This design comes from an exercise in tuning for small area, a short achievable clock period and few clock cycles per item on the open sky130 flow, not from production work.
Function was checked by simulation only, so behaviour that the tests miss may differ from the original.
No driver is modelled on the clock port, so clock power and skew are understated where the tree is cut down; a real chip needs a root buffer or a tree.
No activity file was given, so power comes from the tool's default toggle rates.

## wr_req_merge_top
module wr_req_merge_top (
  input  wire                                        clk,
  input  wire                                        rst_n,
  input  wire [5-1:0]                    req_en,
  input  wire [5*32-1:0] req_data,
  output logic [5-1:0]                   req_avail_in,
  input  wire                                        avail_out,
  output logic                                       out_en,
  output logic [32-1:0]              out_data
);
Size: about 1500 cells after synthesis, ~730 flip-flops, ~210 I/O pins.
Settings: LEC_CHECK=0, CAP_MARGIN=20, CORE_MARGIN=2, CORE_UTILIZATION=70, GPL_ROUTABILITY_DRIVEN=0, SETUP_SLACK_MARGIN=3.5, SLEW_MARGIN=20; clock period 5.5 ns.
standard.sh (not shown) runs the stock make flow with config.mk's settings and CLKGATE_MAP_FILE= SYNTH_SCRIPT=/design/flow/synth_recipe.tcl, a recipe that flattens the netlist after the stock synthesis.
==> flow/flow/run.sh <==
#!/bin/bash
set -euo pipefail
here=$(cd "$(dirname "${BASH_SOURCE[0]}")" && pwd)
export CTS_ARGS="-sink_clustering_enable -repair_clock_nets -dont_use_dummy_load -sink_clustering_size 30 -sink_clustering_max_diameter 60 -buf_list sky130_fd_sc_hd__clkbuf_16"
export POST_CTS_TCL="$here/collapse_root.tcl"
export BUFFER_PORTS_ARGS="-buffer_cell sky130_fd_sc_hd__buf_1"
bash standard.sh > standard_flow.log 2>&1
==> flow/flow/collapse_root.tcl <==
set block [ord::get_db_block]
set clk_net [[$block findBTerm clk] getNet]
set loads {}
foreach it [$clk_net getITerms] {
  if {[[$it getMTerm] getIoType] eq "INPUT"} { lappend loads $it }
}
if {[llength $loads] == 1} {
  set root [[lindex $loads 0] getInst]
  set root_net ""
  foreach it [$root getITerms] {
    if {[[$it getMTerm] getIoType] eq "OUTPUT"} { set root_net [$it getNet] }
  }
  set outs {}
  foreach it [$root_net getITerms] {
    if {[[$it getMTerm] getIoType] eq "INPUT"} { lappend outs $it }
  }
  if {[string match *clkbuf* [[$root getMaster] getName]] && [llength $outs] <= 4} {
    puts "collapse_root: [$root getName] drove [llength $outs] cells; the clock port drives them now"
    foreach it $outs {
      $it disconnect
      $it connect $clk_net
    }
    odb::dbInst_destroy $root
    odb::dbNet_destroy $root_net
  } else {
    puts "collapse_root: root [$root getName] drives [llength $outs] cells; tree kept"
  }
}
Testbench counts at the start, summed over its fixed seeds: cycles 11,814, items 9,752.
==> next run, changes <==
- GPL_ROUTABILITY_DRIVEN: 0 -> not set
- SETUP_SLACK_MARGIN: 3.5 -> 3.8
Effect:
- The new run completed with no timing, DRC or antenna violations
- worst setup slack degrades by 17 ps
- sequential share of layout area fell by 6.4 points
- fmax drops by 0.86%
- routed wire length grows by 22%
- clock power went up by about 3%
- register-to-register slack degrades by 30 ps
==> next run, changes <==
- SETUP_SLACK_MARGIN: 3.8 -> 3.55
What happened:
- The new run produced a clean layout
- total power fell by 5.3%
- fmax rose by 1.0%
- area after synthesis stays the same
- flip-flop and latch count stays the same
- setup slack improved by 20 ps
- wire length fell by 20%
- clock-buffer cell count fell by 1
- sequential share of layout area rose by 6.1 points


## run A
wr_req_merge_top again, from the RTL that the note above started with.
export LEC_CHECK = 0
export CAP_MARGIN = 20
export CORE_MARGIN = 2
export CORE_UTILIZATION = 70
export SETUP_SLACK_MARGIN = 3.55
export SLEW_MARGIN = 20
create_clock -name core_clock -period 5.5 [get_ports {clk}]
==> flow/flow/run.sh <==
#!/bin/bash
# The standard layout (standard.sh, unchanged synthesis), with three
# changes to how the layout is made:
# - ports are buffered with buf_1 cells (repair sizes them up where timing
#   needs it) instead of the larger default buffer;
# - the flow settings in config.mk.
# Each ORFS step writes its full log under orfs/logs; make's own output goes
# to standard_flow.log here.
set -euo pipefail
here=$(cd "$(dirname "${BASH_SOURCE[0]}")" && pwd)
export CTS_ARGS="-sink_clustering_enable -repair_clock_nets -dont_use_dummy_load -sink_clustering_size 30 -sink_clustering_max_diameter 60 -buf_list sky130_fd_sc_hd__clkbuf_16"
export POST_CTS_TCL="$here/collapse_root.tcl"
export BUFFER_PORTS_ARGS="-buffer_cell sky130_fd_sc_hd__buf_1"
export PRE_DETAIL_PLACE_TCL="$here/outbuf_pull.tcl"
bash standard.sh > standard_flow.log 2>&1
==> flow/flow/outbuf_pull.tcl <==
# Before detailed placement: move each output port's buffer next to the
# register that drives it, so that the strong port buffer, not the register,
# drives the wire to the pin. Detailed placement then makes the placement
# legal.
set block [ord::get_db_block]
set moved 0
foreach bt [$block getBTerms] {
  if {[$bt getIoType] ne "OUTPUT"} continue
  set buf ""
  foreach it [[$bt getNet] getITerms] {
    if {[[$it getMTerm] getIoType] eq "OUTPUT"} { set buf [$it getInst] }
  }
  if {$buf eq ""} continue
  set n2 ""
  foreach it [$buf getITerms] {
    if {[[$it getMTerm] getIoType] eq "INPUT" && [[$it getMTerm] getSigType] eq "SIGNAL"} { set n2 [$it getNet] }
  }
  if {$n2 eq ""} continue
  set ff ""
  set loads 0
  foreach it [$n2 getITerms] {
    if {[[$it getMTerm] getIoType] eq "OUTPUT"} { set ff [$it getInst] } else { incr loads }
  }
  if {$ff eq "" || $loads != 1 || ![[$ff getMaster] isSequential]} continue
  set loc [$ff getLocation]
  $buf setLocation [expr {[lindex $loc 0] + [[$ff getMaster] getWidth]}] [lindex $loc 1]
  incr moved
}
puts "outbuf_pull: moved $moved output buffers next to their registers"
Scripts as last shown in full above: flow/flow/collapse_root.tcl
No stage failed in run A, and the final checks on the layout all came back clean.
Testbench counts of run A, summed over its fixed seeds: cycles 11,814, items 9,752.
[inputs] run B vs run A
- SETUP_SLACK_MARGIN changed from 3.55 to 3.5
- PLACE_DENSITY newly set to 0.8
==> flow/flow/run.sh <==
#!/bin/bash
set -euo pipefail
here=$(cd "$(dirname "${BASH_SOURCE[0]}")" && pwd)
export CTS_ARGS="-sink_clustering_enable -repair_clock_nets -dont_use_dummy_load -sink_clustering_size 30 -sink_clustering_max_diameter 60 -buf_list sky130_fd_sc_hd__clkbuf_16"
export POST_CTS_TCL="$here/collapse_root.tcl"
export BUFFER_PORTS_ARGS="-buffer_cell sky130_fd_sc_hd__buf_1"
bash standard.sh > standard_flow.log 2>&1
removed: flow/flow/outbuf_pull.tcl
### Flow results
~same synthesis-to-finish area growth in run B and run A
Part of the total power dissipated in the clock network (run B over run A): decrease, 0.4 points
Part of the power in combinational logic in run B is 0.2 points higher than in run A
Cmp run B and run A / critical path data arrival time / lower: run A
Of run B and run A, the run reporting the higher final period utilization was run B.
The power was comparable across run B and run A.
The minimum clock period reported for run B is greater than that of run A by 14 ps.
Via count normalized by instance count delta for run B relative to run A: 1.0% higher
Comparing run A with run B, the worst slack after detailed placement came out essentially unchanged.
Net load switching power grows slightly when moving from run A to run B.
Clock-buffer cell count, run B and run A, higher one = run A.
## Diff of input files: run C against run B
- PLACE_DENSITY no longer set, was 0.8
--- a/flow/flow/run.sh
+++ b/flow/flow/run.sh
@@ -5,3 +5,4 @@
 export POST_CTS_TCL="$here/collapse_root.tcl"
 export BUFFER_PORTS_ARGS="-buffer_cell sky130_fd_sc_hd__buf_1"
+export PRE_DETAIL_PLACE_TCL="$here/io_pull.tcl"
 bash standard.sh > standard_flow.log 2>&1
==> flow/flow/io_pull.tcl (new file) <==
# Before detailed placement: put each output port's buffer at its pin and the
# register that drives it (when the buffer is that register's only load) right
# beside it, so the register-to-port paths carry no long wire. Detailed
# placement then makes the placement legal.
set block [ord::get_db_block]
set core [$block getCoreArea]
proc io_pull_clamp {v lo hi} { expr {$v < $lo ? $lo : ($v > $hi ? $hi : $v)} }
set moved 0
foreach bt [$block getBTerms] {
  if {[$bt getIoType] ne "OUTPUT"} continue
  set net [$bt getNet]
  set buf ""
  foreach it [$net getITerms] {
    if {[[$it getMTerm] getIoType] eq "OUTPUT"} { set buf [$it getInst] }
  }
  if {$buf eq ""} continue
  set n2 ""
  foreach it [$buf getITerms] {
    if {[[$it getMTerm] getIoType] eq "INPUT" && [[$it getMTerm] getSigType] eq "SIGNAL"} { set n2 [$it getNet] }
  }
  if {$n2 eq ""} continue
  set ff ""
  set loads 0
  foreach it [$n2 getITerms] {
    if {[[$it getMTerm] getIoType] eq "OUTPUT"} { set ff [$it getInst] } else { incr loads }
  }
  if {$ff eq "" || $loads != 1 || ![[$ff getMaster] isSequential]} continue
  set bb [$bt getBBox]
  set px [expr {([$bb xMin] + [$bb xMax]) / 2}]
  set py [expr {([$bb yMin] + [$bb yMax]) / 2}]
  set x [io_pull_clamp $px [$core xMin] [expr {[$core xMax] - [[$buf getMaster] getWidth]}]]
  set y [io_pull_clamp $py [$core yMin] [expr {[$core yMax] - [[$buf getMaster] getHeight]}]]
  $buf setLocation $x $y
  # The register goes one row further in from the pin.
  set fx [io_pull_clamp $px [$core xMin] [expr {[$core xMax] - [[$ff getMaster] getWidth]}]]
  set fy [io_pull_clamp $py [$core yMin] [expr {[$core yMax] - [[$ff getMaster] getHeight]}]]
  if {$px <= [$core xMin]} { set fx [expr {$x + [[$buf getMaster] getWidth]}] }
  if {$px >= [$core xMax]} { set fx [expr {$x - [[$ff getMaster] getWidth]}] }
  if {$py <= [$core yMin]} { set fy [expr {$y + [[$buf getMaster] getHeight]}] }
  if {$py >= [$core yMax]} { set fy [expr {$y - [[$ff getMaster] getHeight]}] }
  $ff setLocation $fx $fy
  incr moved
}
puts "io_pull: moved $moved output registers and their port buffers to the pins"
## What came out
Looking at global-route wire length before repair, run C sits about 3.6% above run B.
[compare] base=run B new=run C: slack of the critical path saw a decrease; non-clock buffer count has increased; total non-filler cell area in the finished layout held; final wirelength picked up an extra 5.4%; growth of design area from synthesis to finish went up.
Last element of the critical path: out_data[30] -> run C, cur[1] -> run B
Compared with run B, in run C cell count after placement flat, fraction of power consumed by combinational cells went down by 0.3 points.
Relative to run B, met2 demand-to-capacity share in global routing has increased by 4.5 points in run C.
diff inputs: run C => run D
- setting ABC_CLOCK_PERIOD_IN_PS to 1500 for the first time
--- a/flow/flow/run.sh
+++ b/flow/flow/run.sh
@@ -5,4 +5,3 @@
 export POST_CTS_TCL="$here/collapse_root.tcl"
 export BUFFER_PORTS_ARGS="-buffer_cell sky130_fd_sc_hd__buf_1"
-export PRE_DETAIL_PLACE_TCL="$here/io_pull.tcl"
 bash standard.sh > standard_flow.log 2>&1
removed: flow/flow/io_pull.tcl
==> comparison <==
- The fraction of area in registers number comes out lower for run C vs run D.
- Total power essentially unchanged between run C and run D.
- Compared with run C, run D improves total via count after detailed routing.
- Run C -> run D: initial core utilization delta 0, exact match
- Diff run C -> run D: global-route wire length before repair -2400 um; final instance area -0.68%; largest stage delay on the critical path -80 ps; detailed-routing iteration count for the pre-antenna-repair pass -1; wire length reported by the detailed router -3100 um.
Setup changes, run D to run E
- ABC_CLOCK_PERIOD_IN_PS removed (was 1500)
==> flow/flow/run.sh <==
#!/bin/bash
set -euo pipefail
here=$(cd "$(dirname "${BASH_SOURCE[0]}")" && pwd)
export CTS_ARGS="-sink_clustering_enable -repair_clock_nets -dont_use_dummy_load -sink_clustering_size 25 -sink_clustering_max_diameter 50 -buf_list sky130_fd_sc_hd__clkbuf_16"
export POST_CTS_TCL="$here/collapse_root.tcl"
export BUFFER_PORTS_ARGS="-buffer_cell sky130_fd_sc_hd__buf_1"
bash standard.sh > standard_flow.log 2>&1
## What came out
No stage failed in run E, and the final checks on the layout all came back clean.
| share of the final layout cell area in multi-input gates | run D vs run E | ≈ equal |
Going from run D to run E, setup slack down 33 ps; wire length on met2 picked up an extra 1.1%.
From run D to run E the numbers moved as follows: power density of the placed cells now larger, post-route cell area now larger, sequential share of layout area now smaller, internal power of the cells now larger, netlist area before placement comparable.
Edits applied to the flow inputs when going from run E to run F:
- SLEW_MARGIN: 20 -> 5
- CAP_MARGIN: 20 -> 5
==> flow/flow/run.sh <==
#!/bin/bash
set -euo pipefail
here=$(cd "$(dirname "${BASH_SOURCE[0]}")" && pwd)
export CTS_ARGS="-sink_clustering_enable -repair_clock_nets -dont_use_dummy_load -sink_clustering_size 30 -sink_clustering_max_diameter 60 -buf_list sky130_fd_sc_hd__clkbuf_16"
export POST_CTS_TCL="$here/collapse_root.tcl"
export BUFFER_PORTS_ARGS="-buffer_cell sky130_fd_sc_hd__buf_1"
bash standard.sh > standard_flow.log 2>&1
Results
- Between run E and run F, the insertion delay of the later-clocked pin in the worst-skew pair does not differ in any meaningful way.
- Looking at period utilization across run E and run F, the one that comes out lower is run F.
- Summary of run F over run E: design area down about 1%, number of global-route vias before repair down about 0.37%.
- The lower register-to-register setup slack came out of run F.
- Clock power down 13% in run F wrt run E
- Run F: fmax is 1.6% higher than what run E reported.
- Run E and run F ended up with nearly the same total number of vias.

==> separate check: timing with driven ports <==
Ports are ideal in the flow. The routed layouts listed here were re-timed in OpenROAD.
Step 1 assumes that a clkbuf_16 drives the clock port and a buf_2 every other input.
Step 2 times the ports against the registers' clock, not the clock port: input delays grow and output delays shrink by t, the midpoint of the rising clock arrivals with the driver on.
Three values: ideal ports, drivers, drivers and shift; two values: the first two.
run	t, ns	slack for setup (ns)	clock arrival spread, ns	slew at the worst register clock pin (ns)
the first run of note 1	0.494	3.516 / 3.393 / 3.148	0.078 / 0.077	0.11 / 0.11
the second run of note 1	0.502	3.498 / 3.372 / 3.171	0.062 / 0.063	0.11 / 0.11
the third run of note 1	0.483	3.518 / 3.401 / 3.179	0.055 / 0.054	0.10 / 0.10
run A	0.493	3.524 / 3.401 / 3.157	0.057 / 0.057	0.11 / 0.11
run B	0.483	3.510 / 3.406 / 3.152	0.060 / 0.060	0.11 / 0.11
run C	0.496	3.457 / 3.383 / 3.142	0.066 / 0.066	0.10 / 0.10
run D	0.494	3.516 / 3.393 / 3.148	0.078 / 0.077	0.11 / 0.11
run E	0.502	3.483 / 3.360 / 3.125	0.075 / 0.075	0.09 / 0.09
run F	0.494	3.516 / 3.393 / 3.148	0.078 / 0.077	0.11 / 0.11
After both steps setup and hold are still met in every run listed.
